Source: an optimization exercise on an open RTL-to-GDS flow (aim: a short achievable clock period and few clock cycles per item). Production flows keep margins and buffers that such runs may drop. In this exercise RTL edits were held to simulation tests only and were not proved equivalent to the original. Power figures rest on the tool's default switching activity, not on a simulated workload.

File: flow/design.v
package deq_pkg;
  localparam int WORD_W  = 32;
  localparam int COUNT_W = 5;
  localparam logic [WORD_W-1:0] WORD_NONE = '1;
  typedef enum logic [2:0] {
    KIND_PUSH_FRONT = 3'd0,
    KIND_PUSH_BACK  = 3'd1,
    KIND_POP_FRONT  = 3'd2,
    KIND_POP_BACK   = 3'd3,
    KIND_CLEAR      = 3'd4,
    KIND_REVERSE    = 3'd5
  } deq_kind_t;
  typedef enum logic {
    ST_IDLE,
    ST_FILL
  } deq_state_t;
  typedef struct packed {
    logic                push_dropped;
    logic                is_empty;
    logic [COUNT_W-1:0]  entry_count;
    logic [WORD_W-1:0]   back_value;
    logic [WORD_W-1:0]   front_value;
    logic                popped_ok;
    logic [WORD_W-1:0]   popped_value;
  } deq_res_t;
endpackage
module deq_store #(
  parameter int DEPTH = 16,
  parameter int CW    = 5
) (
  input  logic                       clk,
  input  logic                       rst_n,
  input  logic                       s_valid,
  input  logic [deq_pkg::WORD_W-1:0] s_value,
  input  logic [DEPTH-1:0]           s_wsel,
  input  logic [DEPTH-1:0]           s_rsel,
  input  logic [4:0]                 s_fsel,
  input  logic [4:0]                 s_bsel,
  input  logic                       s_pop_ok,
  input  logic                       s_pop_front,
  input  logic                       s_dropped,
  input  logic [CW-1:0]              s_count,
  input  logic                       s_empty,
  output logic                       r_valid,
  output deq_pkg::deq_res_t          r_res
);
  localparam int W = deq_pkg::WORD_W;
  logic [W-1:0] mem [DEPTH];
  logic [W-1:0] rd_w;
  logic [W-1:0] front_r, back_r, popped_r;
  logic         pop_ok_r, dropped_r, empty_r;
  logic [CW-1:0] count_r;
  always_ff @(posedge clk) begin
    for (int i = 0; i < DEPTH; i++) begin
      if (s_wsel[i]) mem[i] <= s_value;
    end
  end
  always_comb begin
    rd_w = '0;
    for (int i = 0; i < DEPTH; i++) begin
      rd_w = rd_w | ({W{s_rsel[i]}} & mem[i]);
    end
  end
  always_ff @(posedge clk) begin
    front_r  <= ({W{s_fsel[4]}} & s_value) | ({W{s_fsel[3]}} & rd_w) |
                ({W{s_fsel[2]}} & back_r)  | {W{s_fsel[1]}} |
                ({W{s_fsel[0]}} & front_r);
    back_r   <= ({W{s_bsel[4]}} & s_value) | ({W{s_bsel[3]}} & rd_w) |
                ({W{s_bsel[2]}} & front_r) | {W{s_bsel[1]}} |
                ({W{s_bsel[0]}} & back_r);
    popped_r <= !s_pop_ok ? {W{1'b1}} : (s_pop_front ? front_r : back_r);
    pop_ok_r  <= s_pop_ok;
    dropped_r <= s_dropped;
    count_r   <= s_count;
    empty_r   <= s_empty;
  end
  always_ff @(posedge clk) begin
    if (!rst_n) r_valid <= 1'b0;
    else        r_valid <= s_valid;
  end
  assign r_res = {dropped_r, empty_r, count_r, back_r, front_r, pop_ok_r, popped_r};
endmodule
module deq_ctrl #(
  parameter int DEPTH = 16,
  parameter int CW    = 5
) (
  input  logic                       clk,
  input  logic                       rst_n,
  input  logic                       op_valid,
  input  logic [2:0]                 op_kind,
  input  logic [deq_pkg::WORD_W-1:0] op_value,
  output logic                       s_valid,
  output logic [deq_pkg::WORD_W-1:0] s_value,
  output logic [DEPTH-1:0]           s_wsel,     
  output logic [DEPTH-1:0]           s_rsel,     
  output logic [4:0]                 s_fsel,     
  output logic [4:0]                 s_bsel,     
  output logic                       s_pop_ok,
  output logic                       s_pop_front,
  output logic                       s_dropped,
  output logic [CW-1:0]              s_count,
  output logic                       s_empty
);
  localparam logic [CW-1:0] FULL_M1 = DEPTH - 1;
  localparam logic [CW-1:0] ONE     = 1;
  logic [DEPTH-1:0] head_r, tail_r;         
  logic [CW-1:0]    count_r;
  logic             empty_r, full_r, one_r, rev_r;
  logic [DEPTH-1:0] head_inc, head_dec, tail_inc, tail_dec;
  logic [DEPTH-1:0] head_nxt, tail_nxt;
  logic [CW-1:0]    count_nxt;
  logic             empty_nxt, full_nxt, one_nxt, rev_nxt;
  logic             is_push, is_pop, is_clr, is_rev, front_op, at_head, push_ok, pop_ok;
  assign head_inc = {head_r[DEPTH-2:0], head_r[DEPTH-1]};
  assign head_dec = {head_r[0], head_r[DEPTH-1:1]};
  assign tail_inc = {tail_r[DEPTH-2:0], tail_r[DEPTH-1]};
  assign tail_dec = {tail_r[0], tail_r[DEPTH-1:1]};
  assign is_push  = op_valid && (op_kind[2:1] == 2'b00);
  assign is_pop   = op_valid && (op_kind[2:1] == 2'b01);
  assign is_clr   = op_valid && (op_kind == deq_pkg::KIND_CLEAR);
  assign is_rev   = op_valid && (op_kind == deq_pkg::KIND_REVERSE);
  assign front_op = !op_kind[0];
  assign at_head  = (op_kind[0] == rev_r);
  assign push_ok  = is_push && !full_r;
  assign pop_ok   = is_pop && !empty_r;
  always_comb begin
    head_nxt = head_r;
    tail_nxt = tail_r;
    if (push_ok && at_head)  head_nxt = head_dec;
    if (pop_ok && at_head)   head_nxt = head_inc;
    if (push_ok && !at_head) tail_nxt = tail_inc;
    if (pop_ok && !at_head)  tail_nxt = tail_dec;
    if (is_clr)              tail_nxt = head_dec;
  end
  always_comb begin
    count_nxt = count_r;
    if (push_ok) count_nxt = count_r + 1'b1;
    if (pop_ok)  count_nxt = count_r - 1'b1;
    if (is_clr)  count_nxt = '0;
  end
  assign empty_nxt = is_clr || (pop_ok && one_r) || (empty_r && !push_ok);
  assign one_nxt   = !is_clr && ((one_r && !push_ok && !pop_ok) || (push_ok && empty_r) ||
                                 (pop_ok && (count_r == 5'd2)));
  assign full_nxt  = !is_clr && ((full_r && !pop_ok) || (push_ok && (count_r == FULL_M1)));
  assign rev_nxt   = rev_r ^ is_rev;
  always_ff @(posedge clk) begin
    if (!rst_n) begin
      head_r  <= {{(DEPTH-1){1'b0}}, 1'b1};
      tail_r  <= {1'b1, {(DEPTH-1){1'b0}}};
      count_r <= '0;
      empty_r <= 1'b1;
      full_r  <= 1'b0;
      one_r   <= 1'b0;
      rev_r   <= 1'b0;
      s_valid <= 1'b0;
    end else begin
      head_r  <= head_nxt;
      tail_r  <= tail_nxt;
      count_r <= count_nxt;
      empty_r <= empty_nxt;
      full_r  <= full_nxt;
      one_r   <= one_nxt;
      rev_r   <= rev_nxt;
      s_valid <= op_valid;
    end
  end
  logic f_val, f_mem, f_swap, b_val, b_mem, b_swap;
  assign f_val  = push_ok && (front_op || empty_r);
  assign b_val  = push_ok && (!front_op || empty_r);
  assign f_mem  = pop_ok && front_op && !one_r;
  assign b_mem  = pop_ok && !front_op && !one_r;
  assign f_swap = is_rev && !empty_r;
  assign b_swap = f_swap;
  always_ff @(posedge clk) begin
    s_value     <= op_value;
    s_wsel      <= push_ok ? (at_head ? head_dec : tail_inc) : '0;
    s_rsel      <= at_head ? head_inc : tail_dec;
    s_fsel      <= {f_val, f_mem, f_swap, empty_nxt,
                    !(f_val || f_mem || f_swap || empty_nxt)};
    s_bsel      <= {b_val, b_mem, b_swap, empty_nxt,
                    !(b_val || b_mem || b_swap || empty_nxt)};
    s_pop_ok    <= pop_ok;
    s_pop_front <= front_op;
    s_dropped   <= is_push && full_r;
    s_count     <= count_nxt;
    s_empty     <= empty_nxt;
  end
endmodule
module double_ended_queue_unit #(
  parameter int DEPTH = 16
) (
  input  logic         clk,
  input  logic         rst_n,
  input  logic         in_tvalid,
  output logic         in_tready,
  input  logic [39:0]  in_tdata,    
  input  logic [2:0]   in_tuser,    
  output logic         out_tvalid,
  input  logic         out_tready,
  output logic [103:0] out_tdata    
);
  localparam int CW   = $clog2(DEPTH + 1);
  localparam int W    = deq_pkg::WORD_W;
  localparam int RW   = 104;
  localparam int FD   = 5;
  localparam int CAP  = FD;
  localparam logic [2:0] CAP_M1 = CAP - 1;
  logic          rdy_r;
  logic          accept;
  logic          op_valid;
  logic [2:0]    op_kind;
  logic [W-1:0]  op_value;
  assign in_tready = rdy_r;
  assign accept    = in_tvalid && rdy_r;
  always_ff @(posedge clk) begin
    if (!rst_n) op_valid <= 1'b0;
    else        op_valid <= accept;
  end
  always_ff @(posedge clk) begin
    op_kind  <= in_tuser;
    op_value <= in_tdata[W-1:0];
  end
  logic                       s_valid;
  logic [W-1:0]               s_value;
  logic [DEPTH-1:0]           s_wsel, s_rsel;
  logic [4:0]                 s_fsel, s_bsel;
  logic                       s_pop_ok, s_pop_front, s_dropped, s_empty;
  logic [CW-1:0]              s_count;
  logic                       r_valid;
  deq_pkg::deq_res_t          r_res;
  deq_ctrl #(
    .DEPTH(DEPTH),
    .CW   (CW)
  ) u_ctrl (
    .clk        (clk),
    .rst_n      (rst_n),
    .op_valid   (op_valid),
    .op_kind    (op_kind),
    .op_value   (op_value),
    .s_valid    (s_valid),
    .s_value    (s_value),
    .s_wsel     (s_wsel),
    .s_rsel     (s_rsel),
    .s_fsel     (s_fsel),
    .s_bsel     (s_bsel),
    .s_pop_ok   (s_pop_ok),
    .s_pop_front(s_pop_front),
    .s_dropped  (s_dropped),
    .s_count    (s_count),
    .s_empty    (s_empty)
  );
  deq_store #(
    .DEPTH(DEPTH),
    .CW   (CW)
  ) u_store (
    .clk        (clk),
    .rst_n      (rst_n),
    .s_valid    (s_valid),
    .s_value    (s_value),
    .s_wsel     (s_wsel),
    .s_rsel     (s_rsel),
    .s_fsel     (s_fsel),
    .s_bsel     (s_bsel),
    .s_pop_ok   (s_pop_ok),
    .s_pop_front(s_pop_front),
    .s_dropped  (s_dropped),
    .s_count    (s_count),
    .s_empty    (s_empty),
    .r_valid    (r_valid),
    .r_res      (r_res)
  );
  logic [2:0] owed_r, owed_nxt;
  logic       take;
  assign take = out_tvalid && out_tready;
  always_comb begin
    owed_nxt = owed_r;
    if (accept && !take) owed_nxt = owed_r + 1'b1;
    if (!accept && take) owed_nxt = owed_r - 1'b1;
  end
  always_ff @(posedge clk) begin
    if (!rst_n) begin
      owed_r <= '0;
      rdy_r  <= 1'b1;
    end else begin
      owed_r <= owed_nxt;
      rdy_r  <= (owed_nxt <= CAP_M1);
    end
  end
  logic              ov_r;
  logic [RW-1:0]     od_r;
  logic [RW-1:0]     fifo [FD];
  logic [FD-1:0]     wp_r, rp_r, rp_inc;
  logic [FD:0]       fl_r;               
  logic [RW-1:0]     f_cur, f_nxt, cand_hold, cand_next;
  assign rp_inc = {rp_r[FD-2:0], rp_r[FD-1]};
  always_ff @(posedge clk) begin
    if (!rst_n) begin
      ov_r <= 1'b0;
      wp_r <= {{(FD-1){1'b0}}, 1'b1};
      rp_r <= {{(FD-1){1'b0}}, 1'b1};
      fl_r <= {{FD{1'b0}}, 1'b1};
    end else begin
      ov_r <= !(fl_r[0] || (fl_r[1] && take)) || r_valid;
      if (r_valid) wp_r <= {wp_r[FD-2:0], wp_r[FD-1]};
      if (take)    rp_r <= rp_inc;
      if (r_valid && !take) fl_r <= {fl_r[FD-1:0], 1'b0};
      if (!r_valid && take) fl_r <= {1'b0, fl_r[FD:1]};
    end
  end
  always_ff @(posedge clk) begin
    for (int k = 0; k < FD; k++) begin
      if (r_valid && wp_r[k]) fifo[k] <= r_res;
    end
  end
  always_comb begin
    f_cur = '0;
    f_nxt = '0;
    for (int k = 0; k < FD; k++) begin
      f_cur = f_cur | ({RW{rp_r[k]}} & fifo[k]);
      f_nxt = f_nxt | ({RW{rp_inc[k]}} & fifo[k]);
    end
  end
  assign cand_hold = fl_r[0] ? r_res : f_cur;
  assign cand_next = fl_r[1] ? r_res : f_nxt;
  always_ff @(posedge clk) begin
    od_r <= take ? cand_next : cand_hold;
  end
  assign out_tvalid = ov_r;
  assign out_tdata  = od_r;
endmodule
File: flow/run.sh
#!/bin/bash
# synth_recipe.tcl (not shown) runs the flow's synth.tcl, then flattens the netlist and writes it again
# the make line also repeats each setting of config.mk as NAME=value (left out here)
make -C /OpenROAD-flow-scripts/flow DESIGN_CONFIG=/design/flow/config.mk WORK_HOME=/design/flow/orfs CLKGATE_MAP_FILE= SYNTH_SCRIPT=/design/flow/synth_recipe.tcl finish
File: flow/config.mk
export PLATFORM = sky130hd
export DESIGN_NAME = double_ended_queue_unit
export DESIGN_NICKNAME = double_ended_queue_unit
export VERILOG_FILES = /design/flow/design.v
export SDC_FILE = /design/flow/constraint.sdc
export NUM_CORES = 4
export LEC_CHECK = 0
export ABC_CLOCK_PERIOD_IN_PS = 1500
export CAP_MARGIN = 20
export CORE_MARGIN = 2
export CORE_UTILIZATION = 40
export CTS_CLUSTER_DIAMETER = 100
export CTS_CLUSTER_SIZE = 30
export SETUP_SLACK_MARGIN = 3.0
export SLEW_MARGIN = 20
export TNS_END_PERCENT = 100
File: flow/constraint.sdc
create_clock -name core_clock -period 5.0 [get_ports {clk}]
set_input_delay 1.0000 -clock core_clock [delete_from_list [all_inputs] [get_ports {clk}]]
set_output_delay 1.0000 -clock core_clock [all_outputs]
set_load 0.01 [all_outputs]
==> results.txt, run 1 <==
Worst setup path:
- The launching element type of the critical path is a flip-flop.
- On the worst path, the slowest cell contributes a delay of 420 ps.
- In this run the critical register-to-register path is launched from u_ctrl.s_pop_front.
- The combined buffer and inverter count along the critical path is 1.
- The worst register-to-register path has a depth of 2.
- The cell family with the largest share of critical-path delay is flip-flops.
- The critical path goes through buf_6.
- On the critical path, the stage with the largest delay is an instance of sky130_fd_sc_hd__dfxtp_4.
- The required time at the worst-slack endpoint is 4000 ps.
- The kind of critical path is flip-flop to output pin.
- STA classifies the critical path endpoint as an output pin.
- The startpoint of the most critical setup path is od_r[89].
- Across all register-to-register paths, the minimum setup slack is 2970 ps.
- The arrival time of the worst setup path is 1250 ps.
- The largest driver fanout on the critical path is 1.
- The worst flop-to-flop path endpoint is u_store.popped_r[7].

STA:
- The tightest slew margin relative to the limit is 33.76%.
- The final count of pins violating max slew was 0.
- The number of hold violations in the final report came to 0.
- The clock arrives with 29.69 ps of skew.
- The total negative slack for setup checks is 0 ps.
- For the pin with the worst max-slew slack, the measured transition is 993.6 ps.
- Setup violations remaining at the end of the flow were counted as 0.
- Based on the critical path, the design can be clocked at up to 444.8 MHz.
- The final clock period utilization by the worst path is 44.96%.
- Setup repair after global routing could not meet its margin everywhere.
- The clock period minus final worst setup slack is 2248 ps.

Synth:
- The async set or reset register ratio after synthesis is 0%.
- Of the synthesized area, sequential elements account for 73.63%.
- The number of nets handed over by synthesis was 3,579.
- The unique cell type count in the Yosys netlist is 58.
- Of the post-synthesis cell area, the dominant cell type holds 58.88%.
- Averaged over all synthesized cells, the footprint is 14.94 um2.
- The most common cell in the synthesized netlist is sky130_fd_sc_hd__edfxtp_1.
- Among all flip-flop cells after synthesis, the most frequent one is sky130_fd_sc_hd__edfxtp_1.
- By count the netlist is led by sky130_fd_sc_hd__edfxtp_1 (1,032), sky130_fd_sc_hd__a22oi_1 (482), sky130_fd_sc_hd__dfxtp_1 (388).
- In this run, synthesis inferred 1,032 flip-flops with an integrated enable.
- The library cell with the largest summed area after synthesis is sky130_fd_sc_hd__edfxtp_1.
- Synthesis produced a netlist whose cell count is 3,524.
- Yosys attributes the largest share of cell area to sky130_fd_sc_hd__edfxtp_1 (59%), sky130_fd_sc_hd__dfxtp_1 (15%), sky130_fd_sc_hd__a22oi_1 (6.9%).
- In this run, synthesis produced a sequential element count of 1,420.
- The Yosys warning count is 5.
- The area of the mapped netlist is 52,640 um2.

Power and ir drop:
- The leakage power total is 17.27 nW.
- The maximum resistive drop on vdd is 0.0002611 V.
- In this run the power density over the cells is 341.2 nW/um2.

Route:
- Summing over every cut layer, the via total after detailed routing is 33,540.
- After detailed routing, the number of vias per cell comes to 6.278.
- In the routed design, unresolved DRC markers number 0.
- The remaining antenna violation count after routing is 0.
- Before antenna repair, the detailed router went through 8 iterations.
- The number of DRC markers after the initial detailed-route iteration is 4,324.
- The routed wire length is 151,800 um.
- The post-detailed-route wirelength per cell is 28.41 um.

Placement:
- The count of buffers added on input and output ports is 144.
- The HPWL after detailed placement is 79,190 um.
- The number of cells after detailed placement is 5,209.
- Routability-driven placement finished with a final weighted congestion of 0.7624.

Layout:
- The area added between synthesis and finish is 10.89%.
- The fill cell total of the finished layout is 11,500.
- The final layout net count is 3,594.
- The number of non-filler instances in the completed layout is 5,342.
- The fraction of final layout cells sized beyond drive strength 1 is 14.90%.

Clocking:
- For this design, the sink count on the clock tree is 1,420.
- The H-tree was split into 2 levels.
- TritonCTS built the clock tree.
- The source-to-sink clock delay at the later pin of the worst-skew pair is 710 ps.
- The root buffer cell chosen for the clock tree is sky130_fd_sc_hd__clkbuf_16.
- After clock tree synthesis, the clock-pin slew on the worst setup and hold paths is 110 ps.
- The maximum buffer depth of the clock tree is 3.
- In this run, CTS created clock tree buffers numbering 55.

Hold path:
- The worst min-delay path category is flip-flop to flip-flop.
- The path with the worst hold slack has its endpoint at u_ctrl.s_value[28].
- The beginning of the worst hold path is op_value[28].
- The worst hold path passes through 0 cells.

GRT:
- The largest net degree at the start of global routing is 207.
- The initial antenna violation count is 0.
- The total track usage is 21.14%.
- The wire length of the first global-routing pass is 214,700 um.
- The number of global-route vias before repair came to 31,980.
- After global routing the overflow that remains totals 0.

Floorplan:
- The chip width is 366.8 um.
- The I/O pin count is 153.
- The floorplan die area is 134,500 um2.
- In this run the core area contains 133 standard-cell rows.
- The area of the core is 131,000 um2.
- The initial utilization of the core area, before any placement, comes to 40.19%.
- The die boundary height is 366.8 um.

Outcome:
- The flow ran to the end and the layout has no timing, DRC or antenna violations.

Run:
- The reported max-cap violation count is 0.
-- metrics by stage --
stage / total power [mW] / utilization (%) / setup slack, ps / hold slack (ps) / area (um2)
6_report: 19.92 / 44.57 / 2752 / 334.6 / 58370
5_1_grt: 20.54 / 44.56 / 2708 / 344.7 / 58360
4_1_cts: 20.02 / 44.35 / 2678 / 334.0 / 58080
3_5_place_dp: 14.40 / 42.70 / 1595 / 312.1 / 55930
3_3_place_gp: 14.39 / 42.70 / 1571 / 311.2 / 55920
2_1_floorplan: 13.79 / - / 2838 / 309.6 / 52720
-- where the power goes --
part           internal [mW]  total (mW)  leakage [nW]  switching (mW)
combinational          0.467        1.09          4.82           0.626
clock                   2.17        5.72         0.781            3.55
sequential              12.8        13.1          11.7           0.346
-- cells in the final DEF, fill, tap and decap left out, drive strengths merged, types with 33 or more instances in the layout --
| cell | n |
|---|---|
| buf | 195 |
| o221a | 104 |
| mux2i | 55 |
| a22o | 130 |
| edfxtp | 1032 |
| nor2 | 33 |
| a21oi | 329 |
| o211ai | 65 |
| nand3 | 109 |
| nand2 | 105 |
| a22oi | 482 |
| clkbuf | 95 |
| dfxtp | 388 |
| a221oi | 130 |
| clkdlybuf4s50 | 37 |
| nand4 | 106 |
-- routing by layer --
| metal | wire length, um | vias to the layer above | track usage, % | part of all wire [%] |
|---|---|---|---|---|
| li1 | - | 14480 | - | - |
| met1 | 61820 | 17200 | 28.98 | 41 |
| met2 | 72950 | 1621 | 35.32 | 48 |
| met3 | 12430 | 239 | 2.736 | 8.2 |
| met4 | 4573 | 0 | 5.896 | 3.0 |
| met5 | 0 | - | 0 | 0 |
-- final cells by class --
class                   instances  area, um2  share of cell area [%]
inverters                      14      75.07                  0.1286
multi-input cells            1809      12830                   21.99
well taps                    1755       2196                   3.762
repair inverters                3      25.02                 0.04287
diodes                          3      7.507                 0.01286
clock buffers                  94       1533                   2.626
flip-flops and latches       1420      39040                   66.88
repair buffers                236       2557                   4.382
clock inverters                 8      101.3                  0.1736
-- kinds of logic (layout without fill, tap and decap cells) --
logic type	count (synthesis)	count (layout)	synth area share (%)
AO/OA/AOI/OAI	1301	1301	18.35
XOR/XNOR	8	8	0.1331
adder cells (fa/ha/maj)	9	9	0.2092
buffers and inverters	303	355	2.256
flip-flops	1420	1420	73.63
multiplexers	56	56	1.067
other	0	3	0
AND/OR/NAND/NOR	427	435	4.353
-- how the worst max path moves through the flow --
stage / end / cells past startpoint / slack, ps
5_1_grt: out_tdata[89] / 1 / 2710
6_report: out_tdata[89] / 1 / 2750
3_5_place_dp: fl_r[1] / 9 / 1590
2_1_floorplan: fifo[0][0] / 1 / 2840
4_1_cts: fifo[0][74] / 2 / 2680
3_3_place_gp: fl_r[1] / 9 / 1570
-- flip-flops by register name, indices dropped and copies added (netlist names), 32 cells and up --
register	cells
u_ctrl.s_value	32
od_r	104
u_store.front_r	32
u_store.mem	512
fifo	520
u_store.back_r	32
op_value	32
u_store.popped_r	32
-- timing repair --
action                                  in CTS  in global routing
setup buffers                               10                  4
pin swaps                                    5                  6
hold buffers                                 0                  0
gates cloned                                 5                  9
gates resized for setup                    669                 36
endpoints found under the setup margin     615                494
Testbench counts, summed over its fixed seeds: cycles 16,032, items 16,000.
==> inputs of run 2 (changes only) <==
--- a/flow/config.mk
+++ b/flow/config.mk
@@ -8,7 +8,7 @@
 export ABC_CLOCK_PERIOD_IN_PS = 1500
 export CAP_MARGIN = 20
 export CORE_MARGIN = 2
-export CORE_UTILIZATION = 40
+export CORE_UTILIZATION = 65
 export CTS_CLUSTER_DIAMETER = 100
 export CTS_CLUSTER_SIZE = 30
 export SETUP_SLACK_MARGIN = 3.0
==> results.txt, run 2 <==
Outcome:
- The run finished with no timing, DRC or antenna violations.

Worst setup path:
- The peak per-stage delay on the critical path is 400 ps (-20 ps).
- The required time at the worst-slack endpoint is 4000 ps (about the same).
- The launching element type of the critical path is a flip-flop.
- The combined buffer and inverter count along the critical path is 1 (unchanged).
- The reg-to-reg setup timing slack is 2900 ps (-70 ps).
- The kind of critical path is flip-flop to output pin.
- The kind of cell with the highest combined delay along the critical path is flip-flops.
- The startpoint of the most critical register-to-register path is u_ctrl.s_pop_front.
- The arrival time of the worst setup path is 1180 ps (-70 ps).
- The depth of the worst register-to-register path came to 2 (unchanged).
- The endpoint class of the critical path is an output pin.
- Traced cell by cell, the critical path runs through buf_6.
- The largest driver fanout on the critical path was 1 (unchanged).
- The worst flop-to-flop path endpoint is u_store.popped_r[10].
- The cell type of the slowest stage on the worst timing path is sky130_fd_sc_hd__dfxtp_4.

Synth:
- By area, the combinational part of the netlist is dominated by compound AO/OA/AOI/OAI gates.
- The fraction of the mapped netlist area in simple logic gates came to 4.352% (unchanged).
- The net count of the mapped netlist was 3,579 (unchanged).
- The synthesized area divided by synthesized cell count came to 14.94 um2 (unchanged).
- sky130_fd_sc_hd__edfxtp_1 takes more of the synthesized area than any other cell.
- The fraction of synthesized cell area in xor and xnor cells is 0.1331% (unchanged).
- For this run, the leading register cell type out of synthesis is sky130_fd_sc_hd__edfxtp_1.
- The number of flip-flops and latches in the synthesized netlist is 1,420 (unchanged).
- The Yosys warning count came to 5 (unchanged).
- The compound-gate portion of the synthesized area came to 18.35% (unchanged).
- The area of the mapped netlist is 52,640 um2 (unchanged).
- The commonest cells after synthesis are sky130_fd_sc_hd__edfxtp_1 (1,032), sky130_fd_sc_hd__a22oi_1 (482), sky130_fd_sc_hd__dfxtp_1 (388).
- In the post-synthesis netlist, the cell with the most instances is sky130_fd_sc_hd__edfxtp_1.
- In the post-synthesis netlist, the biggest area contributors are sky130_fd_sc_hd__edfxtp_1 (59%), sky130_fd_sc_hd__dfxtp_1 (15%), sky130_fd_sc_hd__a22oi_1 (6.9%).
- The sequential share of the synthesized area was 73.63% (unchanged).
- The area share of the largest cell type after synthesis is 58.88% (unchanged).
- The adder and majority cell fraction of the synthesized area was 0.2092% (unchanged).
- The number of enable flip-flop cells after synthesis is 1,032 (unchanged).
- The synthesized instance count is 3,524 (unchanged).
- The unique cell type count in the Yosys netlist came to 58 (unchanged).
- The async set or reset register ratio after synthesis is 0% (unchanged).
- The fraction of synthesized area in multiplexers is 1.067% (unchanged).

Route:
- The routed wire length is 147,500 um (-2.8%).
- The post-detailed-route wirelength per cell came to 31.88 um (+12%).
- The detailed route wirelength on metal3 came to 14,770 um (+19%).
- The met2 wire length is 71,640 um (-1.8%).
- The number of DRC markers after the initial detailed-route iteration came to 4,605 (+6.5%).
- The detailed-routing iteration count for the pre-antenna-repair pass is 7 (-1).
- The remaining design rule violation count is 0 (unchanged).
- The per-cell via count in the routed design is 7.421 (+18%).
- The via total after detailed routing came to 34,340 (+2.4%).
- The uppermost metal layer occupied by signal nets is met4.
- The sum of routed wire segments on met1 is 54,440 um (-12%).
- The remaining antenna violation count after routing is 0 (unchanged).

Clocking:
- The number of clock buffers inserted by TritonCTS came to 53 (-3.6%).
- CTS placed an instance of sky130_fd_sc_hd__clkbuf_16 at the clock tree root.
- The H-tree depth reported by CTS is 2 (unchanged).
- The number of clock sinks is 1,420 (unchanged).
- The maximum buffer depth of the clock tree is 3 (unchanged).
- The number of buffers added to fix hold violations after cts is 0 (unchanged).
- The clock-pin slew on the worst setup and hold paths is 110 ps (about the same).
- The source-to-sink clock delay at the later pin of the worst-skew pair came to 690 ps (-20 ps).
- The TritonCTS clock tree is yes.

Placement:
- The number of port buffers is 144 (unchanged).
- The instance area at placement is 54,930 um2 (-1.8%).
- The placer congestion estimate was 0.8456 (+11%).
- The worst setup timing slack at the placement stage is 1493 ps (-101.6 ps).
- The total half-perimeter wirelength after legalization and detailed placement is 76,490 um (-3.4%).

Power and ir drop:
- The maximum resistive drop on vdd is 0.0004270 V (+64%).
- The power density over cell area is 342.6 nW/um2 (+0.42%).
- The leakage power total is 17.15 nW (-0.73%).

Hold path:
- The worst min-delay path category is flip-flop to flip-flop.
- The worst hold path begins at op_value[29].
- The worst hold endpoint is u_ctrl.s_value[29].
- The number of cells on the worst hold path is 0 (unchanged).

Floorplan:
- The die boundary height came to 288.6 um (-21%).
- The row count came to 104 (-22%).
- The initial standard-cell utilization of the core was 65.56% (+25 points).
- The chip width came to 288.6 um (-21%).
- The I/O pin count came to 153 (unchanged).
- The area of the core is 80,290 um2 (-39%).
- The floorplan die area was 83,270 um2 (-38%).

STA:
- The slew at the pin with the worst max-slew slack was 1014 ps (+20.87 ps).
- The final setup violation count is 0 (unchanged).
- The number of hold violations in the final report is 0 (unchanged).
- The final clock period utilization by the worst path was 43.60% (-1.4 points).
- The final count of pins violating max slew is 0 (unchanged).
- The worst setup slack after layout is 2820 ps (+68.21 ps).
- The clock period minus final worst setup slack was 2180 ps (-68.21 ps).
- Setup repair after global routing could not meet its margin everywhere.
- The clock skew came to 39.82 ps (+10.14 ps).
- The maximum clock frequency is 458.7 MHz (+3.1%).
- The total negative slack for setup checks was 0 ps (unchanged).
- The tightest slew margin relative to the limit came to 30.43% (-3.3 points).

GRT:
- The total track usage is 34.03% (+13 points).
- The initial antenna violation count was 1 (+1).
- The number of global-route vias before repair is 33,090 (+3.5%).
- The wire length of the first global-routing pass came to 209,000 um (-2.7%).
- The final global-route overflow total is 0 (unchanged).
- The largest net degree at the start of global routing is 127 (-39%).

Layout:
- More flip-flops sit in one register than any other, and that register is fifo.
- The final standard cell area without fillers was 57,340 um2 (-1.8%).
- The number of flip-flops under the largest register name is 520 (unchanged).
- The fill cell total of the finished layout is 5,121 (-55%).
- In the layout the commonest cells are sky130_fd_sc_hd__edfxtp_1 (1,032), sky130_fd_sc_hd__a22oi_1 (482), sky130_fd_sc_hd__a21oi_1 (329).
- The commonest non-fill, non-tap cell in the layout is sky130_fd_sc_hd__edfxtp_1.
- In the final layout, the registers with the most flip-flops are fifo x520, u_store.mem x512, od_r x104.
- Relative to the synthesized area, the layout overhead comes to 8.933%.
- The fraction of final layout cells sized beyond drive strength 1 is 14.19% (-0.71 points).
- The final layout net count is 3,576 (-0.50%).

Run:
- The reported max-cap violation count is 0 (unchanged).
[run 2: layer usage]
| metal | vias to the layer above | track usage, % |
|---|---|---|
| met5 | - | 0 |
| met3 | 314 | 4.621 |
| li1 | 14450 | - |
| met4 | 0 | 14.75 |
| met2 | 2186 | 56.22 |
| met1 | 17390 | 45.79 |
[run 2: metrics by stage]
step	hold slack [ps]	total power, mW	utilization (%)	instances
after floorplan	309.6	13.79	-	3524
after global placement	309.9	14.31	68.41	4492
after detailed placement	312.1	14.35	68.41	4492
after CTS	311.3	19.65	70.99	4607
after global routing	321.7	20.15	71.41	4626
final	310.3	19.65	71.42	4627
[run 2: timing repair]
action                     4_1_cts  5_1_grt
gates resized for setup        650       37
setup endpoints to repair      610      548
pin swaps                        5        6
buffers inserted                11        4
cloned                           5       12
[run 2: kinds of logic after synthesis]
family | after synthesis
buffers and inverters | 303
AND/OR/NAND/NOR | 427
AO/OA/AOI/OAI | 1301
flip-flops | 1420
adder cells (fa/ha/maj) | 9
multiplexers | 56
XOR/XNOR | 8
[run 2: worst max path at each step]
stage / start / endpoint / slack (ps) / cells past startpoint
3_5_place_dp: out_tready / od_r[84] / 1490 / 6
3_3_place_gp: out_tready / od_r[43] / 1500 / 6
6_report: od_r[89] / out_tdata[89] / 2820 / 1
4_1_cts: od_r[89] / out_tdata[89] / 2800 / 1
5_1_grt: od_r[33] / out_tdata[33] / 2790 / 1
2_1_floorplan: u_store.r_valid / fifo[0][0] / 2840 / 1
[run 2: area by class of cell]
| class | instances | area [um2] | area share [%] |
|---|---|---|---|
| Clock inverter | 4 | 67.56 | 0.1178 |
| Clock buffer | 95 | 1484 | 2.588 |
| Antenna cell | 2 | 5.005 | 0.008729 |
| Timing Repair inverter | 3 | 25.02 | 0.04364 |
| Multi-Input combinational cell | 1812 | 12890 | 22.48 |
| Timing Repair Buffer | 217 | 2450 | 4.273 |
| Tap cell | 1060 | 1326 | 2.313 |
| Inverter | 14 | 85.08 | 0.1484 |
| Sequential cell | 1420 | 39000 | 68.02 |
[run 2: report_power, final]
group	internal [mW]	switching [mW]
sequential	12.8	0.408
combinational	0.471	0.552
clock	2.07	3.39
==> inputs of run 3 (changes only) <==
--- a/flow/config.mk
+++ b/flow/config.mk
@@ -8,9 +8,7 @@
 export ABC_CLOCK_PERIOD_IN_PS = 1500
 export CAP_MARGIN = 20
 export CORE_MARGIN = 2
-export CORE_UTILIZATION = 65
-export CTS_CLUSTER_DIAMETER = 100
-export CTS_CLUSTER_SIZE = 30
+export CORE_UTILIZATION = 40
 export SETUP_SLACK_MARGIN = 3.0
 export SLEW_MARGIN = 20
 export TNS_END_PERCENT = 100
==> results.txt, run 3 <==
Outcome:
- The run finished with no timing, DRC or antenna violations.

Synth:
- The number of flip-flops and latches in the synthesized netlist came to 1,420 (unchanged).
- The area share of the largest cell type after synthesis came to 58.88% (unchanged).
- The async set or reset register ratio after synthesis is 0% (unchanged).
- The synthesized area divided by synthesized cell count was 14.94 um2 (unchanged).
- The most frequently used flop master after synthesis is sky130_fd_sc_hd__edfxtp_1.
- The synthesized instance count is 3,524 (unchanged).
- The net count of the mapped netlist is 3,579 (unchanged).
- The sequential share of the synthesized area is 73.63% (unchanged).
- Sorting the synthesized cells by area gives the leading types as sky130_fd_sc_hd__edfxtp_1 (59%), sky130_fd_sc_hd__dfxtp_1 (15%), sky130_fd_sc_hd__a22oi_1 (6.9%).
- The unique cell type count in the Yosys netlist is 58 (unchanged).
- The number of enable flip-flop cells after synthesis is 1,032 (unchanged).
- By count the netlist is led by sky130_fd_sc_hd__edfxtp_1 (1,032), sky130_fd_sc_hd__a22oi_1 (482), sky130_fd_sc_hd__dfxtp_1 (388).
- The synthesized design spends more area on one cell type than any other, namely sky130_fd_sc_hd__edfxtp_1.
- By instance count, the leading cell after synthesis is sky130_fd_sc_hd__edfxtp_1.
- The Yosys warning count is 5 (unchanged).
- The area of the mapped netlist is 52,640 um2 (unchanged).

Worst setup path:
- For this design, the slowest cell found on the critical path is sky130_fd_sc_hd__dfxtp_4.
- The arrival time of the worst setup path was 1290 ps (+110 ps).
- The kind of critical path is flip-flop to output pin.
- In this design, the largest share of critical-path delay is due to flip-flops.
- The largest driver fanout on the critical path came to 1 (unchanged).
- The endpoint class of the critical path is an output pin.
- The worst setup path is launched from a flip-flop.
- The combined buffer and inverter count along the critical path is 1 (unchanged).
- The signal on the critical path passes through buf_6.
- The required time at the worst-slack endpoint is 4000 ps (about the same).
- The peak per-stage delay on the critical path was 400 ps (about the same).

Layout:
- The fill cell total of the finished layout came to 11,170 (+120%).
- The number of flip-flops under the largest register name is 520 (unchanged).
- The largest register by flop count is fifo.
- The final layout net count is 3,691 (+3.2%).
- Leaving out fill and tap cells, the most frequent cell in the layout is sky130_fd_sc_hd__edfxtp_1.
- The footprint of the multi-input gates was 12,840 um2 (-0.42%).
- The fraction of final layout cells sized beyond drive strength 1 is 18.51% (+4.3 points).
- The final standard cell area without fillers is 61,810 um2 (+7.8%).
- In the final layout, the registers with the most flip-flops are fifo x520, u_store.mem x512, od_r x104.
- The area taken by flip-flops and latches is 39,030 um2 (about the same).
- Compared with the post-synthesis result, the final layout area differs by 17.43%.
- In the layout the commonest cells are sky130_fd_sc_hd__edfxtp_1 (1,032), sky130_fd_sc_hd__a22oi_1 (482), sky130_fd_sc_hd__a21oi_1 (329).

Run:
- The reported max-cap violation count came to 0 (unchanged).

Route:
- The post-detailed-route wirelength per cell is 27.83 um (-13%).
- The number of DRC markers after the initial detailed-route iteration is 4,218 (-8.4%).
- The remaining antenna violation count after routing is 0 (unchanged).
- The detailed-routing iteration count for the pre-antenna-repair pass is 9 (+2).
- The via total after detailed routing is 34,140 (-0.59%).
- The routed wire length came to 153,500 um (+4.1%).
- The remaining design rule violation count came to 0 (unchanged).
- The per-cell via count in the routed design was 6.187 (-17%).

Floorplan:
- The I/O pin count is 153 (unchanged).
- The initial standard-cell utilization of the core is 40.19% (-25 points).
- The chip width is 366.8 um (+27%).
- The area of the core is 131,000 um2 (+63%).
- The row count is 133 (+28%).
- The floorplan die area is 134,500 um2 (+62%).
- The die boundary height was 366.8 um (+27%).

Clocking:
- The TritonCTS clock tree is yes.
- The number of buffers added to fix hold violations after cts was 0 (unchanged).
- The number of clock sinks came to 1,420 (unchanged).
- The number of clock buffers inserted by TritonCTS was 149 (+180%).
- The maximum buffer depth of the clock tree is 3 (unchanged).
- The clock tree root buffer cell is sky130_fd_sc_hd__clkbuf_16.
- The source-to-sink clock delay at the later pin of the worst-skew pair is 780 ps (+90 ps).
- The clock-pin slew on the worst setup and hold paths is 60 ps (-50 ps).
- The H-tree depth reported by CTS is 4 (+2).

STA:
- The final count of pins violating max slew is 0 (unchanged).
- The final clock period utilization by the worst path is 45.86% (+2.3 points).
- The worst setup slack after layout is 2707 ps (-113.0 ps).
- The total negative slack for setup checks came to 0 ps (unchanged).
- The final setup violation count is 0 (unchanged).
- The maximum clock frequency is 436.1 MHz (-4.9%).
- The clock period minus final worst setup slack was 2293 ps (+113.0 ps).
- The clock skew is 25.12 ps (-14.70 ps).
- The smallest hold slack is 319.4 ps (+9.120 ps).
- The number of hold violations in the final report was 0 (unchanged).
- The tightest slew margin relative to the limit was 7.658% (-23 points).
- The slew at the pin with the worst max-slew slack is 1385 ps (+370.6 ps).
- Setup repair after global routing could not meet its margin everywhere.

Power and ir drop:
- The power density over cell area was 412.2 nW/um2 (+20%).
- The switching share of power is 21.95% (-0.17 points).
- The net switching power is 5.591 mW (+29%).
- The final total power was 25.48 mW (+30%).
- The part of the total power dissipated in sequential elements is 51.5% (-16 points).
- The internal power summed over all cells is 19.88 mW (+30%).
- The leakage power total is 18.97 nW (+11%).
- The clock share of power was 44.2% (+16 points).
- The maximum resistive drop on vdd was 0.0002824 V (-34%).
- The share of power burned in combinational logic was 4.3% (-0.9 points).

GRT:
- The number of global-route vias before repair is 33,070 (-0.060%).
- The total track usage came to 21.62% (-12 points).
- The wire length of the first global-routing pass is 218,200 um (+4.4%).
- The final global-route overflow total came to 0 (unchanged).
- The largest net degree at the start of global routing came to 207 (+63%).
- The initial antenna violation count is 0 (-1).

Hold path:
- The worst min-delay path category is flip-flop to flip-flop.

Placement:
- The worst setup timing slack at the placement stage is 1595 ps (+101.6 ps).
- The instance area at placement is 55,930 um2 (+1.8%).
- The total half-perimeter wirelength after legalization and detailed placement is 79,190 um (+3.5%).
- The number of port buffers is 144 (unchanged).
- The placer congestion estimate is 0.7624 (-9.8%).
==> run 3: per-layer routing <==
layer	up-vias	share of wire (%)	GRT usage [%]
met2	1670	48	35.32
met3	294	8.1	3.545
li1	14770	-	-
met4	0	3.5	8.365
met1	17410	40	28.89
met5	-	0	0
==> run 3: area by class of cell <==
| cell class | count | area share [%] |
|---|---|---|
| Sequential cell | 1420 | 63.15 |
| Multi-Input combinational cell | 1809 | 20.77 |
| Clock buffer | 209 | 6.856 |
| Timing Repair Buffer | 239 | 4.188 |
| Tap cell | 1755 | 3.553 |
| Clock inverter | 67 | 1.314 |
| Inverter | 14 | 0.1215 |
| Timing Repair inverter | 3 | 0.04049 |
| Antenna cell | 1 | 0.004049 |
==> run 3: logic make-up (layout without fill, tap and decap cells) <==
kind of cell / after synthesis / in the layout / share of synthesized area (%)
other: 0 / 1 / 0
XOR/XNOR: 8 / 8 / 0.1331
flip-flops: 1420 / 1420 / 73.63
AO/OA/AOI/OAI: 1301 / 1301 / 18.35
adder cells (fa/ha/maj): 9 / 9 / 0.2092
AND/OR/NAND/NOR: 427 / 435 / 4.353
buffers and inverters: 303 / 532 / 2.256
multiplexers: 56 / 56 / 1.067
==> run 3: timing repair <==
action / in CTS / in global routing
buffers inserted: 7 / 9
endpoints found under the setup margin: 614 / 508
hold endpoints to repair: 0 / 0
pin swaps: 4 / 5
gates resized for setup: 659 / 45
cloned: 6 / 9
==> run 3: worst paths after layout <==
kind | slack, ps | cells after the start | to | start
setup reg to reg | 2950 | 4 | od_r[77] | rp_r[0]
hold reg to reg | 320 | 0 | u_ctrl.s_value[2] | op_value[2]
hold / removal | 320 | 0 | u_ctrl.s_value[2] | op_value[2]
setup / recovery | 2710 | 1 | out_tdata[89] | od_r[89]
==> run 3: through the flow <==
step | utilization [%] | cells
CTS | 46.93 | 5498
finish | 47.19 | 5517
detailed placement | 42.70 | 5209
floorplan | - | 3524
global placement | 42.70 | 5209
global route | 47.19 | 5516
==> run 3: power by group through the flow <==
stage	sequential, mW	clock [mW]	combinational, mW
after global routing	13.1	11.9	1.17
after CTS	13.1	11.4	1.07
after global placement	13.3	0	1.04
after floorplan	13.2	0	0.604
final	13.1	11.3	1.09
after detailed placement	13.4	0	1.05
==> inputs of run 4 (changes only) <==
--- a/flow/design.v
+++ b/flow/design.v
@@ -202,24 +202,13 @@
   localparam int CW   = $clog2(DEPTH + 1);
   localparam int W    = deq_pkg::WORD_W;
   localparam int RW   = 104;
-  localparam int FD   = 5;
+  localparam int FD   = 4;
   localparam int CAP  = FD;
   localparam logic [2:0] CAP_M1 = CAP - 1;
   logic          rdy_r;
   logic          accept;
-  logic          op_valid;
-  logic [2:0]    op_kind;
-  logic [W-1:0]  op_value;
   assign in_tready = rdy_r;
   assign accept    = in_tvalid && rdy_r;
-  always_ff @(posedge clk) begin
-    if (!rst_n) op_valid <= 1'b0;
-    else        op_valid <= accept;
-  end
-  always_ff @(posedge clk) begin
-    op_kind  <= in_tuser;
-    op_value <= in_tdata[W-1:0];
-  end
   logic                       s_valid;
   logic [W-1:0]               s_value;
   logic [DEPTH-1:0]           s_wsel, s_rsel;
@@ -234,9 +223,9 @@
   ) u_ctrl (
     .clk        (clk),
     .rst_n      (rst_n),
-    .op_valid   (op_valid),
-    .op_kind    (op_kind),
-    .op_value   (op_value),
+    .op_valid   (accept),
+    .op_kind    (in_tuser),
+    .op_value   (in_tdata[W-1:0]),
     .s_valid    (s_valid),
     .s_value    (s_value),
     .s_wsel     (s_wsel),
@@ -271,7 +260,6 @@
   );
   logic [2:0] owed_r, owed_nxt;
   logic       take;
-  assign take = out_tvalid && out_tready;
   always_comb begin
     owed_nxt = owed_r;
     if (accept && !take) owed_nxt = owed_r + 1'b1;
@@ -286,44 +274,41 @@
       rdy_r  <= (owed_nxt <= CAP_M1);
     end
   end
+  logic [RW-1:0]     fq [FD];
+  logic [FD-1:0]     fv_r;               
   logic              ov_r;
   logic [RW-1:0]     od_r;
-  logic [RW-1:0]     fifo [FD];
-  logic [FD-1:0]     wp_r, rp_r, rp_inc;
-  logic [FD:0]       fl_r;               
-  logic [RW-1:0]     f_cur, f_nxt, cand_hold, cand_next;
-  assign rp_inc = {rp_r[FD-2:0], rp_r[FD-1]};
+  logic [RW-1:0]     fq_nxt [FD];
+  logic [FD-1:0]     fv_shift, fv_nxt;
+  assign take = fv_r[0] && out_tready;
+  always_comb begin
+    for (int k = 0; k < FD; k++) begin
+      if (take) begin
+        fv_shift[k] = (k + 1 < FD) ? fv_r[(k + 1) % FD] : 1'b0;
+        fq_nxt[k]   = (k + 1 < FD && fv_r[(k + 1) % FD]) ? fq[(k + 1) % FD] : r_res;
+      end else begin
+        fv_shift[k] = fv_r[k];
+        fq_nxt[k]   = fv_r[k] ? fq[k] : r_res;
+      end
+      fv_nxt[k] = fv_shift[k] || (r_valid && ((k == 0) ? 1'b1 : fv_shift[(k + FD - 1) % FD]));
+    end
+  end
   always_ff @(posedge clk) begin
     if (!rst_n) begin
+      fv_r <= '0;
       ov_r <= 1'b0;
-      wp_r <= {{(FD-1){1'b0}}, 1'b1};
-      rp_r <= {{(FD-1){1'b0}}, 1'b1};
-      fl_r <= {{FD{1'b0}}, 1'b1};
     end else begin
-      ov_r <= !(fl_r[0] || (fl_r[1] && take)) || r_valid;
-      if (r_valid) wp_r <= {wp_r[FD-2:0], wp_r[FD-1]};
-      if (take)    rp_r <= rp_inc;
-      if (r_valid && !take) fl_r <= {fl_r[FD-1:0], 1'b0};
-      if (!r_valid && take) fl_r <= {1'b0, fl_r[FD:1]};
+      fv_r[FD-1:1] <= fv_nxt[FD-1:1];
+      fv_r[0]      <= (take ? fv_r[1] : ov_r) || r_valid;
+      ov_r         <= fv_nxt[0];
     end
   end
   always_ff @(posedge clk) begin
-    for (int k = 0; k < FD; k++) begin
-      if (r_valid && wp_r[k]) fifo[k] <= r_res;
+    for (int k = 1; k < FD; k++) begin
+      fq[k] <= fq_nxt[k];
     end
-  end
-  always_comb begin
-    f_cur = '0;
-    f_nxt = '0;
-    for (int k = 0; k < FD; k++) begin
-      f_cur = f_cur | ({RW{rp_r[k]}} & fifo[k]);
-      f_nxt = f_nxt | ({RW{rp_inc[k]}} & fifo[k]);
-    end
-  end
-  assign cand_hold = fl_r[0] ? r_res : f_cur;
-  assign cand_next = fl_r[1] ? r_res : f_nxt;
-  always_ff @(posedge clk) begin
-    od_r <= take ? cand_next : cand_hold;
+    fq[0] <= take ? fq_nxt[0] : (fv_r[0] ? od_r : r_res);
+    od_r  <= fq_nxt[0];
   end
   assign out_tvalid = ov_r;
   assign out_tdata  = od_r;
--- a/flow/config.mk
+++ b/flow/config.mk
@@ -8,7 +8,9 @@
 export ABC_CLOCK_PERIOD_IN_PS = 1500
 export CAP_MARGIN = 20
 export CORE_MARGIN = 2
-export CORE_UTILIZATION = 40
+export CORE_UTILIZATION = 65
+export CTS_CLUSTER_DIAMETER = 100
+export CTS_CLUSTER_SIZE = 30
 export SETUP_SLACK_MARGIN = 3.0
 export SLEW_MARGIN = 20
 export TNS_END_PERCENT = 100
==> results.txt, run 4 <==
STA:
- The slew at the pin with the worst max-slew slack is 1109 ps (-276.0 ps).
- Setup repair after global routing could not meet its margin everywhere.
- The clock skew was 24.53 ps (-0.5992 ps).
- The final setup violation count is 0 (unchanged).
- The clock period minus final worst setup slack was 2187 ps (-105.7 ps).
- The worst setup slack after layout is 2813 ps (+105.7 ps).
- The final clock period utilization by the worst path is 43.74% (-2.1 points).
- The maximum clock frequency is 457.2 MHz (+4.8%).
- The final count of pins violating max slew was 0 (unchanged).
- The tightest slew margin relative to the limit is 26.06% (+18 points).
- The total negative slack for setup checks was 0 ps (unchanged).
- The number of hold violations in the final report is 0 (unchanged).

Power and ir drop:
- The part of the total power dissipated in sequential elements came to 66.1% (+15 points).
- The leakage power total is 17.39 nW (-8.3%).
- The internal power summed over all cells is 13.57 mW (-32%).
- The maximum resistive drop on vdd is 0.0004016 V (+42%).
- The final total power is 17.71 mW (-30%).
- The net switching power is 4.145 mW (-26%).
- The switching share of power was 23.41% (+1.5 points).
- The power density over cell area came to 354.1 nW/um2 (-14%).
- The share of power burned in combinational logic is 6.4% (+2.1 points).
- The clock share of power came to 27.5% (-17 points).

Layout:
- The number of diodes is 0 (-1).
- The library cells used most frequently in the layout, excluding fill and tap cells, are sky130_fd_sc_hd__dfxtp_1 (625), sky130_fd_sc_hd__edfxtp_1 (512), sky130_fd_sc_hd__nor2_1 (467).
- The final standard cell area without fillers was 50,020 um2 (-19%).
- The final layout net count is 3,810 (+3.2%).
- The area added between synthesis and finish is 10.95%.
- The area taken by flip-flops and latches is 30,790 um2 (-21%).
- The library cell used most frequently in the layout, excluding fill and tap cells, is sky130_fd_sc_hd__dfxtp_1.
- The largest registers in the layout are u_store.mem x512, fq x416, od_r x104.
- The final standard cell utilization of the core is 72.93% (+26 points).
- The number of flip-flops under the largest register name was 512 (-1.5%).
- The fill cell total of the finished layout is 4,543 (-59%).
- The footprint of the multi-input gates was 14,090 um2 (+9.7%).
- The register with the most flip-flops in the final layout is u_store.mem.
- The fraction of final layout cells sized beyond drive strength 1 is 14.92% (-3.6 points).

Clocking:
- The maximum buffer depth of the clock tree is 3 (unchanged).
- The source-to-sink clock delay at the later pin of the worst-skew pair is 660 ps (-120 ps).
- The H-tree depth reported by CTS came to 2 (-2).
- TritonCTS built the clock tree.
- The clock-pin slew on the worst setup and hold paths came to 110 ps (+50 ps).
- The number of clock buffers inserted by TritonCTS came to 48 (-68%).
- The number of clock sinks is 1,268 (-11%).
- The number of buffers added to fix hold violations after cts is 0 (unchanged).
- The clock tree root buffer cell is sky130_fd_sc_hd__clkbuf_16.

Worst setup path:
- The cell family with the largest share of critical-path delay is flip-flops.
- The arrival time of the worst setup path came to 1190 ps (-100 ps).
- The largest driver fanout on the critical path is 2 (+1).
- The peak per-stage delay on the critical path is 410 ps (about the same).
- The launching element type of the critical path is a flip-flop.
- The cell type of the slowest stage on the worst timing path is sky130_fd_sc_hd__dfxtp_4.
- Traced cell by cell, the critical path runs through buf_6.
- The endpoint class of the critical path is an output pin.
- By startpoint and endpoint, the worst setup path is classified as flip-flop to output pin.
- The required time at the worst-slack endpoint came to 4000 ps (about the same).
- The combined buffer and inverter count along the critical path was 1 (unchanged).

Synth:
- The synthesized instance count is 3,727 (+5.8%).
- The fraction of synthesized area in multiplexers came to 3.422% (+2.4 points).
- The number of flip-flops and latches in the synthesized netlist is 1,268 (-11%).
- The compound-gate portion of the synthesized area is 17.81% (-0.53 points).
- The commonest cells after synthesis are sky130_fd_sc_hd__dfxtp_1 (756), sky130_fd_sc_hd__edfxtp_1 (512), sky130_fd_sc_hd__nor2_1 (469).
- By area, the combinational part of the netlist is dominated by compound AO/OA/AOI/OAI gates.
- The unique cell type count in the Yosys netlist came to 61 (+5.2%).
- The fraction of the mapped netlist area in simple logic gates is 8.101% (+3.7 points).
- The net count of the mapped netlist was 3,780 (+5.6%).
- The adder and majority cell fraction of the synthesized area was 0.1665% (-0.043 points).
- The fraction of synthesized cell area in xor and xnor cells came to 0.1554% (+0.022 points).
- The Yosys warning count was 6 (+1).
- Ranked by total cell area, the synthesized netlist is headed by sky130_fd_sc_hd__edfxtp_1 (34%), sky130_fd_sc_hd__dfxtp_1 (34%), sky130_fd_sc_hd__nor2_1 (3.9%).
- The synthesized design spends more area on one cell type than any other, namely sky130_fd_sc_hd__edfxtp_1.
- The number of enable flip-flop cells after synthesis is 512 (-50%).
- The sequential share of the synthesized area was 67.67% (-6.0 points).
- The synthesized area divided by synthesized cell count is 12.10 um2 (-19%).
- Yosys instantiated no cell more often than sky130_fd_sc_hd__dfxtp_1.
- The area share of the largest cell type after synthesis is 34.10% (-25 points).
- The area of the mapped netlist is 45,080 um2 (-14%).
- Among all flip-flop cells after synthesis, the most frequent one is sky130_fd_sc_hd__dfxtp_1.
- The async set or reset register ratio after synthesis was 0% (unchanged).

Route:
- The via total after detailed routing is 31,620 (-7.4%).
- The post-detailed-route wirelength per cell is 26.19 um (-5.9%).
- The detailed-routing iteration count for the pre-antenna-repair pass came to 6 (-3).
- The remaining antenna violation count after routing is 0 (unchanged).
- The number of DRC markers after the initial detailed-route iteration is 3,735 (-11%).
- The remaining design rule violation count is 0 (unchanged).
- The routed wire length is 123,400 um (-20%).
- The per-cell via count in the routed design is 6.712 (+8.5%).

GRT:
- The total track usage is 33.90% (+12 points).
- The wire length of the first global-routing pass is 183,100 um (-16%).
- The final global-route overflow total is 0 (unchanged).
- The largest net degree at the start of global routing came to 103 (-50%).
- The initial antenna violation count was 0 (unchanged).
- The number of global-route vias before repair came to 30,400 (-8.1%).

Floorplan:
- The row count is 96 (-28%).
- The area of the core came to 68,590 um2 (-48%).
- The I/O pin count is 153 (unchanged).
- The initial standard-cell utilization of the core is 65.73% (+26 points).
- The floorplan die area is 71,480 um2 (-47%).
- The die boundary height is 267.4 um (-27%).
- The chip width is 267.4 um (-27%).

Placement:
- The instance area at placement is 47,470 um2 (-15%).
- The number of port buffers came to 144 (unchanged).
- The total half-perimeter wirelength after legalization and detailed placement is 67,300 um (-15%).
- The worst setup timing slack at the placement stage was 1159 ps (-435.9 ps).
- The placer congestion estimate is 0.8526 (+12%).

Run:
- The reported max-cap violation count is 0 (unchanged).

Outcome:
- The flow ran to the end and the layout has no timing, DRC or antenna violations.

Hold path:
- The worst min-delay path category is flip-flop to flip-flop.
[run 4: what timing repair did]
item / 4_1_cts / 5_1_grt
setup endpoints to repair: 752 / 373
buffers inserted: 46 / 9
gates cloned: 12 / 2
resized for setup: 740 / 20
pin swaps: 12 / 5
[run 4: power groups by stage]
stage / clock network, mW / registers [mW] / logic, mW
2_1_floorplan: 0 / 11.7 / 0.736
3_3_place_gp: 0 / 11.9 / 1.01
3_5_place_dp: 0 / 11.9 / 1.05
4_1_cts: 4.90 / 11.7 / 1.12
5_1_grt: 5.26 / 11.7 / 1.24
6_report: 4.87 / 11.7 / 1.14
[run 4: path summary, 6_finish.rpt]
kind	start	endpoint	slack [ps]	depth (start not counted)
worst max-delay path	od_r[62]	out_tdata[62]	2810	1
worst min-delay path	u_ctrl.s_dropped	u_store.dropped_r	340	0
worst max register to register	u_ctrl.s_rsel[8]	u_store.front_r[30]	3040	4
worst min register to register	u_ctrl.s_dropped	u_store.dropped_r	340	0
[run 4: layer usage]
layer,track usage (%),wire length [um],vias up
met5,0,0,-
met4,12.60,4354,0
met3,4.110,11040,259
met2,56.42,59370,1649
met1,46.02,48620,15680
li1,-,-,14030
[run 4: kinds of logic after synthesis]
logic type / after synthesis
multiplexers: 141
adder cells (fa/ha/maj): 6
flip-flops: 1268
XOR/XNOR: 5
buffers and inverters: 293
AND/OR/NAND/NOR: 894
AO/OA/AOI/OAI: 1120
[run 4: area by class of cell]
cell class,instances,area share [%]
Clock inverter,3,0.07504
Timing Repair inverter,1,0.01501
Timing Repair Buffer,245,5.118
Clock buffer,70,2.609
Tap cell,931,2.329
Multi-Input combinational cell,2178,28.16
Sequential cell,1268,61.54
Inverter,15,0.1451
[run 4: metrics by stage]
stage	hold WS [ps]	cells
finish	341.4	4711
global route	346.6	4711
CTS	341.4	4700
detailed placement	313.5	4569
global placement	313.7	4569
floorplan	309.6	3727
Testbench counts of run 4, summed over its fixed seeds: cycles 16,024, items 16,000.
==> inputs of run 5 (changes only) <==
--- a/flow/design.v
+++ b/flow/design.v
@@ -293,13 +293,15 @@
       fv_nxt[k] = fv_shift[k] || (r_valid && ((k == 0) ? 1'b1 : fv_shift[(k + FD - 1) % FD]));
     end
   end
+  logic hold0;
+  assign hold0 = fv_r[0] && !take;
   always_ff @(posedge clk) begin
     if (!rst_n) begin
       fv_r <= '0;
       ov_r <= 1'b0;
     end else begin
       fv_r[FD-1:1] <= fv_nxt[FD-1:1];
-      fv_r[0]      <= (take ? fv_r[1] : ov_r) || r_valid;
+      fv_r[0]      <= hold0 || fv_nxt[0];
       ov_r         <= fv_nxt[0];
     end
   end
@@ -307,8 +309,8 @@
     for (int k = 1; k < FD; k++) begin
       fq[k] <= fq_nxt[k];
     end
-    fq[0] <= take ? fq_nxt[0] : (fv_r[0] ? od_r : r_res);
-    od_r  <= fq_nxt[0];
+    if (!hold0) fq[0] <= (take && fv_r[1]) ? fq[1] : r_res;
+    od_r <= fq_nxt[0];
   end
   assign out_tvalid = ov_r;
   assign out_tdata  = od_r;
--- a/flow/config.mk
+++ b/flow/config.mk
@@ -8,7 +8,7 @@
 export ABC_CLOCK_PERIOD_IN_PS = 1500
 export CAP_MARGIN = 20
 export CORE_MARGIN = 2
-export CORE_UTILIZATION = 65
+export CORE_UTILIZATION = 80
 export CTS_CLUSTER_DIAMETER = 100
 export CTS_CLUSTER_SIZE = 30
 export SETUP_SLACK_MARGIN = 3.0
==> results.txt, run 5 <==
Outcome:
- The flow ran to the end and the layout has no timing, DRC or antenna violations.

STA:
- The tightest slew margin relative to the limit is 27.96% (+1.9 points).
- The final count of pins violating max slew came to 0 (unchanged).
- Setup repair after global routing could not meet its margin everywhere.
- The maximum clock frequency is 461.3 MHz (+0.89%).
- The final clock period utilization by the worst path is 43.36% (-0.39 points).
- The slew at the pin with the worst max-slew slack was 1081 ps (-28.51 ps).
- The number of hold violations in the final report is 0 (unchanged).
- The clock skew was 34.78 ps (+10.26 ps).
- The total negative slack for setup checks is 0 ps (unchanged).
- The clock period minus final worst setup slack is 2168 ps (-19.34 ps).
- The smallest hold slack was 337.2 ps (-4.250 ps).
- The final setup violation count is 0 (unchanged).

Synth:
- The synthesized instance count came to 3,682 (-1.2%).
- The most frequently used flop master after synthesis is sky130_fd_sc_hd__dfxtp_1.
- By count the netlist is led by sky130_fd_sc_hd__dfxtp_1 (652), sky130_fd_sc_hd__edfxtp_1 (616), sky130_fd_sc_hd__nand2_1 (330).
- The library cell with the highest instance count after synthesis is sky130_fd_sc_hd__dfxtp_1.
- The number of flip-flops and latches in the synthesized netlist is 1,268 (unchanged).
- The largest total area in the synthesized netlist belongs to sky130_fd_sc_hd__edfxtp_1.
- The async set or reset register ratio after synthesis is 0% (unchanged).
- The area of the mapped netlist is 46,420 um2 (+3.0%).
- The number of enable flip-flop cells after synthesis is 616 (+20%).
- The unique cell type count in the Yosys netlist is 59 (-3.3%).
- The area share of the largest cell type after synthesis is 39.85% (+5.7 points).
- The synthesized area divided by synthesized cell count is 12.61 um2 (+4.2%).
- The net count of the mapped netlist is 3,735 (-1.2%).
- The sequential share of the synthesized area is 67.97% (+0.30 points).
- Ranked by total cell area, the synthesized netlist is headed by sky130_fd_sc_hd__edfxtp_1 (40%), sky130_fd_sc_hd__dfxtp_1 (28%), sky130_fd_sc_hd__mux2_2 (4.3%).
- The Yosys warning count is 6 (unchanged).

Power and ir drop:
- The final total power is 17.72 mW (about the same).
- The maximum resistive drop on vdd is 0.0003868 V (-3.7%).
- The power density over cell area is 353.6 nW/um2 (-0.14%).
- The leakage power total is 17.05 nW (-2.0%).

Worst setup path:
- By startpoint and endpoint, the worst setup path is classified as flip-flop to output pin.
- The launching element type of the critical path is a flip-flop.
- The largest driver fanout on the critical path is 1 (-1).
- The peak per-stage delay on the critical path was 390 ps (-20 ps).
- The required time at the worst-slack endpoint is 4000 ps (about the same).
- The reg-to-reg setup timing slack came to 3000 ps (-40 ps).
- The arrival time of the worst setup path is 1170 ps (-20 ps).
- The combined buffer and inverter count along the critical path was 1 (unchanged).
- The critical path goes through buf_6.
- The worst setup path is captured at an output pin.
- On the critical path, the stage with the largest delay is an instance of sky130_fd_sc_hd__dfxtp_2.
- The cell family with the largest share of critical-path delay is flip-flops.

GRT:
- The largest net degree at the start of global routing is 105 (+1.9%).
- The final global-route overflow total was 0 (unchanged).
- The number of global-route vias before repair is 31,770 (+4.5%).
- The wire length of the first global-routing pass is 190,400 um (+3.9%).
- The initial antenna violation count is 3 (+3).
- The total track usage came to 42.11% (+8.2 points).

Route:
- The remaining design rule violation count is 0 (unchanged).
- The detailed-routing iteration count for the pre-antenna-repair pass was 6 (unchanged).
- Routed signal wires occupy layers up through met5.
- The remaining antenna violation count after routing is 0 (unchanged).
- The routed wire length was 129,400 um (+4.9%).
- The per-cell via count in the routed design is 7.436 (+11%).
- The via total after detailed routing is 32,970 (+4.3%).
- The number of DRC markers after the initial detailed-route iteration is 5,334 (+43%).
- The detailed route wirelength on metal3 came to 17,360 um (+57%).
- The post-detailed-route wirelength per cell is 29.18 um (+11%).
- The met2 wire length is 61,730 um (+4.0%).
- The sum of routed wire segments on met1 is 43,380 um (-11%).

Clocking:
- The number of buffers added to fix hold violations after cts was 0 (unchanged).
- The clock tree root buffer cell is sky130_fd_sc_hd__clkbuf_16.
- The number of clock buffers inserted by TritonCTS is 48 (unchanged).
- The source-to-sink clock delay at the later pin of the worst-skew pair is 680 ps (+20 ps).
- The maximum buffer depth of the clock tree is 3 (unchanged).
- The number of clock sinks is 1,268 (unchanged).
- The TritonCTS clock tree is yes.
- The H-tree depth reported by CTS was 2 (unchanged).
- The clock-pin slew on the worst setup and hold paths is 110 ps (about the same).

Floorplan:
- The row count was 88 (-8.3%).
- The initial standard-cell utilization of the core is 80.61% (+15 points).
- The area of the core came to 57,590 um2 (-16%).
- The die boundary height is 244.9 um (-8.4%).
- The chip width is 244.9 um (-8.4%).
- The floorplan die area is 59,970 um2 (-16%).
- The I/O pin count came to 153 (unchanged).

Hold path:
- The worst min-delay path category is flip-flop to flip-flop.

Placement:
- The number of port buffers is 144 (unchanged).
- The placer congestion estimate is 0.8464 (-0.73%).
- The number of cells after detailed placement is 4,306 (-5.8%).
- The total half-perimeter wirelength after legalization and detailed placement is 67,530 um (+0.35%).

Layout:
- The library cells used most frequently in the layout, excluding fill and tap cells, are sky130_fd_sc_hd__edfxtp_1 (616), sky130_fd_sc_hd__dfxtp_1 (560), sky130_fd_sc_hd__nand2_1 (325).
- From synthesis to final layout, the design area changed by 7.989%.
- The largest registers in the layout are u_store.mem x512, fq x416, od_r x104.
- The number of non-filler instances in the completed layout is 4,433 (-5.9%).
- The final layout net count is 3,682 (-3.4%).
- The commonest non-fill, non-tap cell in the layout is sky130_fd_sc_hd__edfxtp_1.
- The number of flip-flops under the largest register name is 512 (unchanged).
- The register with the most flip-flops in the final layout is u_store.mem.
- The fraction of final layout cells sized beyond drive strength 1 was 14.94% (+0.023 points).

Run:
- The reported max-cap violation count came to 0 (unchanged).
## run 5: power breakdown
group / switching [mW] / leakage (nW) / total (mW) / internal (mW)
Sequential: 0.504 / 10.9 / 11.8 / 11.3
Combinational: 0.552 / 5.50 / 1.03 / 0.474
Clock: 3.03 / 0.667 / 4.93 / 1.90
Total: 4.09 / 17.0 / 17.7 / 13.6
## run 5: path summary, 6_finish.rpt
path / end / cells after the start / from
worst min register to register: u_store.count_r[3] / 0 / u_ctrl.s_count[3]
worst max-delay path: out_tdata[33] / 1 / od_r[33]
worst min-delay path: u_store.count_r[3] / 0 / u_ctrl.s_count[3]
worst max register to register: fq[0][67] / 4 / fv_r[1]
## run 5: per-stage QoR
step	instance area (um2)	utilization (%)	setup WS [ps]
after floorplan	46820	-	2821
after global placement	48120	83.57	1488
after detailed placement	48130	83.58	1318
after CTS	49810	86.50	2830
after global routing	50130	87.05	2825
final	50130	87.05	2832
## run 5: cells by family after synthesis
logic type | after synthesis | share of synthesized area [%]
multiplexers | 244 | 5.825
flip-flops | 1268 | 67.97
AND/OR/NAND/NOR | 770 | 7.159
AO/OA/AOI/OAI | 1037 | 15.67
buffers and inverters | 351 | 3.067
adder cells (fa/ha/maj) | 6 | 0.1617
XOR/XNOR | 6 | 0.1456
## run 5: layer usage
metal	vias up	GRT usage, %
met5	-	0
met2	2925	68.18
met3	553	7.905
met4	2	21.11
met1	15750	55.24
li1	13740	-
## run 5: timing repair
| item | CTS | global route |
|---|---|---|
| endpoints found under the setup margin | 827 | 345 |
| resized for setup | 582 | 65 |
| gates cloned | 9 | 3 |
| pin swaps | 9 | 4 |
| buffers inserted | 18 | 8 |
## run 5: final cells by class
type	instances	area, um2
fill	2539	7457
sequential	1268	31730
multi-input combinational	2071	13770
clock inverter	3	47.55
tap	765	957.2
inverter	22	105.1
antenna	1	2.502
timing repair buffer	218	2157
clock buffer	85	1361
Testbench counts of run 5, summed over its fixed seeds: cycles 16,024, items 16,000.

-- afterwards: timing with drivers on the ports --
The results above use ideal ports. As a check the final layouts listed here were re-extracted and re-timed, cells and wires unchanged. Step 1: set_driving_cell puts a clkbuf_16 on clk and a buf_2 on each other input, an assumption about the parent block. Step 2 also shifts input and output timing later by t, the mid clock arrival at the registers, as if the neighbouring blocks saw the same clock. a / b / c = ideal / step 1 / step 2; a / b = the first two.
run	shift t [ns]	setup WS [ns]	worst hold slack (ns)	worst data-port slew with drivers (ns)
run 1	0.764	2.752 / 2.683 / 2.340	0.335 / 0.335 / 0.335	0.06
run 2	0.742	2.820 / 2.749 / 2.348	0.310 / 0.310 / 0.310	0.04
run 3	0.838	2.707 / 2.636 / 2.318	0.319 / 0.319 / 0.319	0.06
run 4	0.713	2.813 / 2.747 / 2.301	0.341 / 0.341 / 0.341	0.06
run 5	0.722	2.832 / 2.768 / 2.267	0.337 / 0.337 / 0.337	0.08
After both steps setup and hold are still met in every run listed. For run 5, which loses most, drivers alone change the setup slack by -0.064 ns; drivers and shift together by -0.565 ns.
